What follows belongs to an exercise in optimizing a design on an open flow for small area and a short achievable clock period; a production flow would make more cautious choices.
Where RTL was checked, it was by simulation tests only, not by an equivalence proof against the original.
No activity file was given, so power comes from the tool's default toggle rates.

oak:
// mem_io_responder
module mem_io_responder #(
  parameter int MEM_AW   = 7,
  parameter int N_LED    = 10,
  parameter int N_SW     = 10,
  parameter int PRESCALE = 100,
  parameter int PS_W     = 7
) (
  input  logic              Clock,
  input  logic              Resetn,
  input  logic [15:0]       ADDR,
  input  logic [15:0]       DOUT,
  input  logic              W,
  output logic [15:0]       DIN,
  input  logic [N_SW-1:0]   SW,
  output logic [N_LED-1:0]  LEDR,
  output logic              Tick_flag
);
  localparam int NW = 2**MEM_AW;
  localparam int NG = NW / 8;
  logic [NW-1:0][15:0] mem;
  logic [15:0] din_q, din_d, cnt_q, cnt_d, rld_q, rld_d, rd_n, oth;
  logic [N_LED-1:0] led_q, led_d;
  logic [N_SW-1:0] sw1_q, sw2_q;
  logic [PS_W-1:0] ps_q, ps_d;
  logic en_q, en_d, ar_q, ar_d, flag_q, flag_d;
  logic sel_ram, sel_led, sel_sw, sel_tmr, wr_cnt, wr_ctl, run, tick, cnt_one;
  logic [NW-1:0] rsel, wsel, wsel_n;
  logic [NW-1:0][15:0] mem_d;
  logic [15:0][NG-1:0] grp;
  assign sel_ram = ADDR[15:12] == 4'h0;
  assign sel_led = ADDR[15:12] == 4'h1;
  assign sel_sw  = ADDR[15:12] == 4'h2;
  assign sel_tmr = ADDR[15:12] == 4'h3;
  assign wr_cnt  = W && sel_tmr && !ADDR[0];
  assign wr_ctl  = W && sel_tmr && ADDR[0];
  assign cnt_one = cnt_q == 16'd1;
  assign run     = en_q && cnt_q != '0;
  assign tick    = run && ps_q == PS_W'(PRESCALE - 1);
  logic ram_rd, ram_wr;
  assign ram_rd = sel_ram && !W;
  assign ram_wr = sel_ram && W;
  logic [7:0] pl_n, pw_n;
  logic [NG-1:0] ph_n;
  mio_predec #(.N(3)) u_pl (.a(ADDR[2:0]), .y_n(pl_n));
  mio_predec #(.N(MEM_AW-3)) u_ph (.a(ADDR[MEM_AW-1:3]), .y_n(ph_n));
  ...
export LEC_CHECK = 0
export CAP_MARGIN = 20
export CORE_MARGIN = 2
export CORE_UTILIZATION = 50
export CTS_BUF_LIST = sky130_fd_sc_hd__clkbuf_16
export CTS_CLUSTER_DIAMETER = 100
export CTS_CLUSTER_SIZE = 30
export SLEW_MARGIN = 20
export SYNTH_HIERARCHICAL = 1
create_clock -name core_clock -period 10.0 [get_ports {Clock}]
standard.sh (not shown) runs the stock make flow with config.mk's settings and CLKGATE_MAP_FILE= SYNTH_SCRIPT=/design/flow/synth_recipe.tcl, a recipe that flattens the netlist after the stock synthesis.
==> flow/flow/run.sh <==
#!/bin/bash
set -euo pipefail
MARGIN=$(cat flow/margin.txt)
bash standard.sh SETUP_SLACK_MARGIN=$MARGIN finish > flow_make.log 2>&1 || { tail -50 flow_make.log; exit 1; }
tail -5 flow_make.log
==> flow/flow/margin.txt <==
6.5
Input-level comparison between pine and oak:
==> flow/flow/margin.txt <==
6
diff --git a/flow/config.mk b/flow/config.mk
--- a/flow/config.mk
+++ b/flow/config.mk
@@ -13 +13 @@
-export CTS_CLUSTER_SIZE = 30
+export CTS_CLUSTER_SIZE = 25
==> comparison <==
Going from oak to pine, combinational power saw a decrease, largest fanout on the critical path increased 10, clock network fraction of design power went up by 1.4 points, switching share of power down 0.33 points, detailed-route wire length decreased by 5.2% relative to the old numbers.
Via count of the first global-routing pass for pine: 1914 down relative to oak
Diff oak -> pine: number of antenna violations at the first check in global routing now sits lower; sequential share of layout area went up; largest net degree at the start of global routing went down; final setup skew stayed essentially flat; layout-stage area growth over the synthesis result now smaller.
Edits applied to the flow inputs when going from pine to birch:
==> flow/flow/margin.txt <==
6.25
diff --git a/flow/config.mk b/flow/config.mk
--- a/flow/config.mk
+++ b/flow/config.mk
@@ -13,0 +14 @@
+export GPL_TIMING_DRIVEN = 0
Notes after the runs:
Compared with pine, birch is hungrier on power.
Between pine and birch, the final period utilization is lower for birch.
The average routed wire per standard cell reported for birch is smaller than that of pine by 0.77%.
Looking at number of buffers outside the clock class in the layout across pine and birch, the one that comes out lower is pine.
Between pine and birch, the relative contribution of combinational cells to total power is lower for pine.
Final core utilization in birch vs pine: up 2.1 points
[inputs] maple vs birch
==> flow/flow/margin.txt <==
6.5
diff --git a/flow/config.mk b/flow/config.mk
--- a/flow/config.mk
+++ b/flow/config.mk
@@ -14 +13,0 @@
-export GPL_TIMING_DRIVEN = 0
Notes after the runs:
birch: PASS, flow complete, no timing, DRC or antenna violations. maple has completed all stages; timing, DRC and antenna checks passed. The number of multi-input logic gates on maple is in line with that on birch. There was hardly any difference in die area between maple and birch. Compared with birch, in maple total of buffers placed on input and output ports shows an increase of 3.1%; end-of-flow core utilization climbed 0.47 points; placed cell count held steady.
--- input diff maple..cedar ---
==> flow/flow/margin.txt <==
6
diff --git a/flow/config.mk b/flow/config.mk
--- a/flow/config.mk
+++ b/flow/config.mk
@@ -15,0 +16 @@
+export TNS_END_PERCENT = 20
==> comparison <==
| pre-CTS setup slack | lower: cedar |. Looking at sequential share of layout area across cedar and maple, the one that comes out lower is maple. The higher part of the cycle the worst path needs of cedar and maple is in cedar. Sequential share of power (lower): maple. Diff maple -> cedar: buffers plus inverters on the worst setup path went up by 1; synthesis-to-finish area growth went down by 5.0 points; final-layout worst hold slack was more or less identical. cedar vs maple, maximum frequency from static timing analysis went down by about 3%. NOTE: share of power burned in combinational logic in cedar falls short of that of maple. Going from maple to cedar, footprint of the multi-input gates shrinks by about 4%. cedar vs. maple: net switching power went down by 51 uW.

== run A ==
mem_io_responder again, from the RTL that the note above started with.
export LEC_CHECK = 0
export CAP_MARGIN = 20
export CORE_MARGIN = 2
export CORE_UTILIZATION = 50
export CTS_BUF_LIST = sky130_fd_sc_hd__clkbuf_16
export CTS_CLUSTER_DIAMETER = 100
export CTS_CLUSTER_SIZE = 25
export GPL_ROUTABILITY_DRIVEN = 0
export SLEW_MARGIN = 20
export SYNTH_HIERARCHICAL = 1
create_clock -name core_clock -period 10.0 [get_ports {Clock}]
==> flow/flow/margin.txt <==
6.25
Scripts as last shown in full above: flow/flow/run.sh
What run B does differently from run A at the input level:
# run A
export LEC_CHECK = 0
export CAP_MARGIN = 20
export CORE_MARGIN = 2
export CORE_UTILIZATION = 50
export CTS_BUF_LIST = sky130_fd_sc_hd__clkbuf_16
export CTS_CLUSTER_DIAMETER = 100
export CTS_CLUSTER_SIZE = 25
export GPL_ROUTABILITY_DRIVEN = 0
export SLEW_MARGIN = 20
export SYNTH_HIERARCHICAL = 1
create_clock -name core_clock -period 10.0 [get_ports {Clock}]
# run B
export LEC_CHECK = 0
export CAP_MARGIN = 20
export CORE_MARGIN = 2
export CORE_UTILIZATION = 60
export CTS_BUF_LIST = sky130_fd_sc_hd__clkbuf_16
export CTS_CLUSTER_DIAMETER = 100
export CTS_CLUSTER_SIZE = 25
export PLACE_DENSITY = 0.7
export SLEW_MARGIN = 20
export SYNTH_HIERARCHICAL = 1
create_clock -name core_clock -period 10.0 [get_ports {Clock}]
==> comparison <==
- Across run A and run B, none had a timing, DRC or antenna violation.
- Between run B and run A, it is run B whose maximum frequency is lower, by 3.0 MHz.
- Compared with run A, in run B height of the chip saw a decrease, internal power summed over all cells barely changed.
- Relative to run A, the post-route minimum period of run B is higher by 0.050 ns.
- Run A vs run B, end point of the critical path: din_q[14] vs din_q[11]
- For the post-layout total power, run B came in 0.39% lower than run A did.
- Combinational group share of total power: run A vs run B — no meaningful difference
Modified inputs, run C compared to run B
# run B
export LEC_CHECK = 0
export CAP_MARGIN = 20
export CORE_MARGIN = 2
export CORE_UTILIZATION = 60
export CTS_BUF_LIST = sky130_fd_sc_hd__clkbuf_16
export CTS_CLUSTER_DIAMETER = 100
export CTS_CLUSTER_SIZE = 25
export PLACE_DENSITY = 0.7
export SLEW_MARGIN = 20
export SYNTH_HIERARCHICAL = 1
create_clock -name core_clock -period 10.0 [get_ports {Clock}]
# run C
export LEC_CHECK = 0
export CAP_MARGIN = 20
export CORE_MARGIN = 2
export CORE_UTILIZATION = 50
export CTS_BUF_LIST = sky130_fd_sc_hd__clkbuf_16
export CTS_CLUSTER_DIAMETER = 100
export CTS_CLUSTER_SIZE = 25
export SLEW_MARGIN = 20
export SYNTH_HIERARCHICAL = 1
create_clock -name core_clock -period 10.0 [get_ports {Clock}]
### Flow results
In run C, the worst hold slack came out 0.0083 ns below the value in run B.
Run C vs. run B: shortest period the worst path allows shrank by 0.050 ns; design internal power held steady; top achievable clock speed grew by about 1.2%; final antenna diode count grew by 3.
Wire length for run C: about 2% up relative to run B

## before
Another version of the RTL of mem_io_responder (not shown whole).
Size in the first run: roughly 6,300 cells after synthesis, ~75,000 sq um of cells after synthesis.
export LEC_CHECK = 0
export CAP_MARGIN = 20
export CORE_MARGIN = 2
export CORE_UTILIZATION = 60
export CTS_BUF_LIST = sky130_fd_sc_hd__clkbuf_16
export CTS_CLUSTER_DIAMETER = 100
export CTS_CLUSTER_SIZE = 25
export PLACE_DENSITY = 0.68
export SLEW_MARGIN = 20
export SYNTH_HIERARCHICAL = 1
create_clock -name core_clock -period 10.0 [get_ports {Clock}]
==> flow/flow/margin.txt <==
6.5
Scripts as last shown in full above: flow/flow/run.sh
The final layout from before, which completed every stage, passed the timing, DRC and antenna checks at the end of the flow.
[inputs] after vs before
Settings: TNS_END_PERCENT: unset -> 10; CORE_UTILIZATION: 60 -> 50; PLACE_DENSITY: 0.68 -> unset.
Notes after the runs:
Compared with before, after shows number of ordinary and repair buffers in the finished layout lower by 55.
The reported combinational group power number comes out lower for after vs before.
Lower initial antenna violation count goes to after over before.
Fmax | after vs before | after slower
When the final numbers for after and before were put side by side, the combinational group share of total power turned out to be smaller in after.
Via total after detailed routing in after is 2,360 lower than in before
Sort after and before by die area, descending, and after comes first.
When the final numbers for after and before were put side by side, the worst hold slack turned out to be greater in before.
Function was not checked in any run of this note: the RTL went through the layout flow alone.

==> what the ideal ports hide <==
Ports are ideal in the flow. The routed layouts listed here were re-timed in OpenROAD. Step 1, drivers: a clkbuf_16 drives Clock and a buf_2 each remaining input, both assumed. Step 2, shift: input delay + t, output delay - t, t = (earliest + latest rising clock arrival at the registers) / 2. This alone moves slack from input paths to output paths. a / b / c = ideal ports / drivers / drivers and shift; a / b = the first two.
run | shift t [ns] | setup WS [ns] | clock arrival spread, ns
oak | 0.814 | 5.804 / 5.807 / 4.993 | 0.041 / 0.041
pine | 0.827 | 5.870 / 5.849 / 5.022 | 0.035 / 0.035
birch | 0.820 | 5.969 / 5.932 / 5.112 | 0.046 / 0.046
maple | 0.831 | 5.952 / 5.970 / 5.140 | 0.032 / 0.033
cedar | 0.826 | 5.819 / 5.851 / 5.025 | 0.038 / 0.038
run A | 0.833 | 5.979 / 5.989 / 5.155 | 0.024 / 0.025
run B | 0.828 | 5.930 / 5.949 / 5.121 | 0.035 / 0.036
run C | 0.833 | 5.979 / 5.989 / 5.155 | 0.024 / 0.025
before | 0.835 | 5.896 / 5.832 / 4.998 | 0.030 / 0.029
after | 0.827 | 5.753 / 5.783 / 4.957 | 0.024 / 0.023
After both steps every run listed still meets setup and hold. The setup slack of before, which loses most, moves by -0.064 ns with the drivers and by -0.898 ns with both steps.
